From an optimization exercise on the open Yosys and OpenROAD flow, aimed at a short achievable clock period and few clock cycles; shortcuts taken in it are not production practice. In this exercise RTL edits were held to simulation tests only and were not proved equivalent to the original. Power is estimated from default activity; no workload was simulated.

==> run P: inputs <==
Design mipsCpu, start of the top module:
module mipsCpu (
	input logic clk,
	input logic rst,
	output logic [DATA_WIDTH-1:0] pc,
	output logic instReqValid,
	input logic instReqReady,
	input logic [DATA_WIDTH-1:0] instruction,
	input logic instValid,
	output logic instReady,
	output logic [DATA_WIDTH-1:0] address,
	output logic memWrite,
	output logic memRead,
	output logic [DATA_WIDTH-1:0] writeData,
	input logic memReqReady,
	input logic [DATA_WIDTH-1:0] readData,
	input logic readDataValid,
	output logic readDataReady,
	output logic rfWen,
	output logic [REG_ADDR_WIDTH-1:0] rfWaddr,
	output logic [DATA_WIDTH-1:0] rfWdata,
	output logic [DATA_WIDTH-1:0] retirePc
);
	logic [31:0] fpc, rpc, lastLink;
	logic [3:0] btbV;
	logic [29:0] btbTag [4];
	logic [29:0] btbTgt [4];
	logic [1:0] btbRr;
	logic [29:0] rqPc [4];
	logic [3:0] rqBtb;
	logic [1:0] rqHead, rqTail;
	logic q0Btb, q1Btb, q2Btb;
	logic reqV;
	logic [2:0] outst, drop;
	logic q0V, q1V, q2V;
	logic [31:0] q0Ins, q1Ins, q2Ins, q0Pc4, q1Pc4, q2Pc4, q0Pt, q1Pt, q2Pt;
	logic eV, eUsesA, eUsesB, eWr, eIsLw, eIsSw, eIsJr;
	logic eSub, eSelAdd, eSelAnd, eSelOr, eSelXor, eSelSlt, eSelSltu, eSelSll, eSelSrl, eSelSra, eShv;
	logic [4:0] eRs, eRt, eRd, eShamt;
	logic [31:0] eOpA, eOpB, eImm, eAltTgt, eNpc;
	logic eMisEq, eMisNe;
	logic byA, waitA, byB, waitB;
	logic [1:0] posA, posB;
	logic mV, mIsLw, wV, wIsLw, rV, rIsLw, rOk;
	logic [4:0] mRd, wRd, rRd;
	logic [31:0] mRes, wRes, rRes, mNpc, wNpc, rNpc;
	logic mq0Rd, mq0Wr, mq1Rd, mq1Wr;
	logic [31:0] mq0Addr, mq0Data, mq1Addr, mq1Data;
	logic [31:0] ldq [4];
	logic [1:0] ldqHead, ldqTail;
	logic [2:0] ldqCnt;
	logic ldqEmpty;
	assign ldqEmpty = (ldqCnt == 3'd0);
	logic [31:0] ldqData;
	assign ldqData = ldq[ldqHead];
	assign pc = fpc;
	assign instReqValid = reqV;
	assign instReady = 1'b1;
	assign readDataReady = 1'b1;
	assign memRead = mq0Rd;
	assign memWrite = mq0Wr;
	assign address = mq0Addr;
	assign writeData = mq0Data;
	assign rfWen = rOk;
	assign rfWaddr = rRd;
	assign rfWdata = rRes;
	assign retirePc = rNpc;
	logic stallR, stallE, advE;
	assign stallR = rV & ~rOk;
	assign stallE = eV & (waitA | waitB | ((eIsLw | eIsSw) & (mq1Rd | mq1Wr)));
	assign advE = ~stallR & ~stallE;
  ...
Settings: LEC_CHECK=0, CAP_MARGIN=20, CORE_MARGIN=2, CORE_UTILIZATION=40, PLACE_DENSITY=0.45, SLEW_MARGIN=20; clock period 11.0 ns.
standard.sh (not shown) runs the stock make flow with config.mk's settings and CLKGATE_MAP_FILE= SYNTH_SCRIPT=/design/flow/synth_recipe.tcl, a recipe that flattens the netlist after the stock synthesis.
==> flow/flow/run.sh <==
#!/bin/bash
set -euo pipefail
bash standard.sh SETUP_SLACK_MARGIN=8 finish > make_finish.log 2>&1
==> run K (differences from run P) <==
--- a/flow/design.v
+++ b/flow/design.v
@@ -345,30 +345,37 @@
 	end
 	assign btbHit = |btbHitV;
 	assign tgtI = inIsJr ? lastLink : {rpc4[31:28], instruction[25:0], 2'b00};
 	logic redirI0, redirED;
 	logic [2:0] dropI;
 	logic dBtbBad;
 	assign dBtbBad = q0Btb & ~dPredT & (q0Ins[31:27] != 5'b00001) & ~dIsJr;
-	assign redirD = q0V & ((dPredT & ~q0Btb) | dBtbBad) & advE;
+	assign redirD = q0V & dBtbBad & advE;
 	assign redirED = redirE | redirD;
 	logic btbFill;
 	assign btbFill = q0V & dPredT & ~q0Btb & advE;
 	logic [31:0] seqN, baseN, lowN, edN, fpcN, jTgtI;
 	logic inJ, inJr;
 	assign seqN = btbHit ? {btbT, 2'b00} : fpc + 32'd4;
 	assign baseN = reqAcc ? seqN : fpc;
 	assign jTgtI = {rpc4[31:28], instruction[25:0], 2'b00};
 	assign inJ = inLive & inIsJ;
 	assign inJr = inLive & inIsJr;
-	assign lowN = inJ ? jTgtI : inJr ? lastLink : baseN;
+	assign lowN = inJ ? jTgtI : inJr ? lastLink : inBr ? inBtgt : baseN;
 	assign edN = redirE ? tgtE : (dBtbBad ? dPc4 : dBtgt);
 	assign fpcN = redirED ? edN : lowN;
 	assign inQ = inLive;
-	assign redirI0 = inLive & (inIsJ | inIsJr);
+	logic inIsBr, inPredT, inBr;
+	logic [31:0] inBtgt;
+	assign inIsBr = (instruction[31:27] == 5'b00010);
+	assign inPredT = inIsBr & (instruction[15:0] != 16'd0) &
+		(instruction[15] | (instruction[26] ^ (instruction[25:21] == instruction[20:16])));
+	assign inBtgt = rpc4 + {{14{instruction[15]}}, instruction[15:0], 2'b00};
+	assign inBr = inLive & inPredT & ~inBtb;
+	assign redirI0 = inLive & (inIsJ | inIsJr) | inBr;
 	assign deq = q0V & advE;
 	assign outstN = outst + {2'b0, reqAcc} - {2'b0, instValid};
 	assign dropI = redirI0 ? outstN : (drop - {2'b0, instValid & (drop != 3'd0)});
 	logic a0V, a1V, a2V;
 	logic [31:0] a0Ins, a1Ins, a2Ins, a0Pc, a1Pc, a2Pc, a0Pt, a1Pt, a2Pt;
 	logic a0Btb, a1Btb, a2Btb;
 	logic [31:0] dPcm;
==> impl_summary.txt <==
----------------------------------------------------
[Outcome]
  Result of the run ... timing/DRC/antenna clean

[Global routing]
  Global-route wire length before repair ... 752500 um

[Worst setup path]
  Reg2Reg Capture Point ... mRes[30]
  Worst-path maximum fanout ... 5

[Power and ir drop]
  Ratio of total power to cell area ... 185.2 mW/mm^2

[Final layout]
  Register fraction of the total cell area ... 0.4442
  Fraction of final layout cells with drive strength greater than 1 ... 0.4076

[Route]
  Post-Route WL ... 568300 um

[Hold path]
  Start point of the worst hold path ... mNpc[30]

[Synthesis]
  Cell area after technology mapping ... 0.1174 sq mm

[Die]
  Die Outline Area ... 0.2978 sq mm

----------------------------------------------------
(the above is from run P)
==> impl_summary.txt <==
----------------------------------------------------
[Die]
  Die Outline Area ... 0.3012 sq mm

[Final layout]
  Register fraction of the total cell area ... 0.4438
  Fraction of final layout cells with drive strength greater than 1 ... 0.3844

[Power and ir drop]
  Total leakage power ... 56.91 nW
  Ratio of total power to cell area ... 183.6 mW/mm^2

[Route]
  Post-Route WL ... 573300 um
  Wire length the detailed router placed on met1 ... 227000 um

[Worst setup path]
  Worst-path maximum fanout ... 4
  Reg2Reg Capture Point ... fpc[31]
  Delay-heaviest family, CP ... simple AND/OR/NAND/NOR gates
  Maximum single-stage delay on the critical path ... 0.55 ns

[Outcome]
  Result of the run ... timing/DRC/antenna clean

[Synthesis]
  Compound-Gate Fraction of Synth Area ... 0.1060
  Cell area after technology mapping ... 0.1187 sq mm

[Hold path]
  Start point of the worst hold path ... mNpc[15]

----------------------------------------------------
(the above is from run K)
Testbench counts of run P, summed over its fixed seeds: cycles 11,614.
Testbench counts of run K, summed over its fixed seeds: cycles 11,369.

[afterwards: timing with drivers on the ports]
The results above use ideal ports. As a check the final layouts listed here were re-extracted and re-timed, cells and wires unchanged. Step 1 sets driving cells, clkbuf_16 on the clock port and buf_2 on the other inputs (assumed; they add their load-dependent delay and slew). Step 2 also shifts input and output timing later by t, the mid clock arrival at the registers, as if the neighbouring blocks saw the same clock. Three values: ideal ports, drivers, drivers and shift; two values: the first two.
| run | t, ns | setup WS [ns] | clock arrival spread, ns |
|---|---|---|---|
| run P | 1.023 | 6.707 / 6.707 / 6.268 | 0.060 / 0.060 |
| run K | 1.004 | 6.523 / 6.551 / 5.576 | 0.059 / 0.058 |
After both steps setup and hold are still met in every run listed. For run K, which loses most, drivers alone change the setup slack by +0.028 ns; drivers and shift together by -0.947 ns.
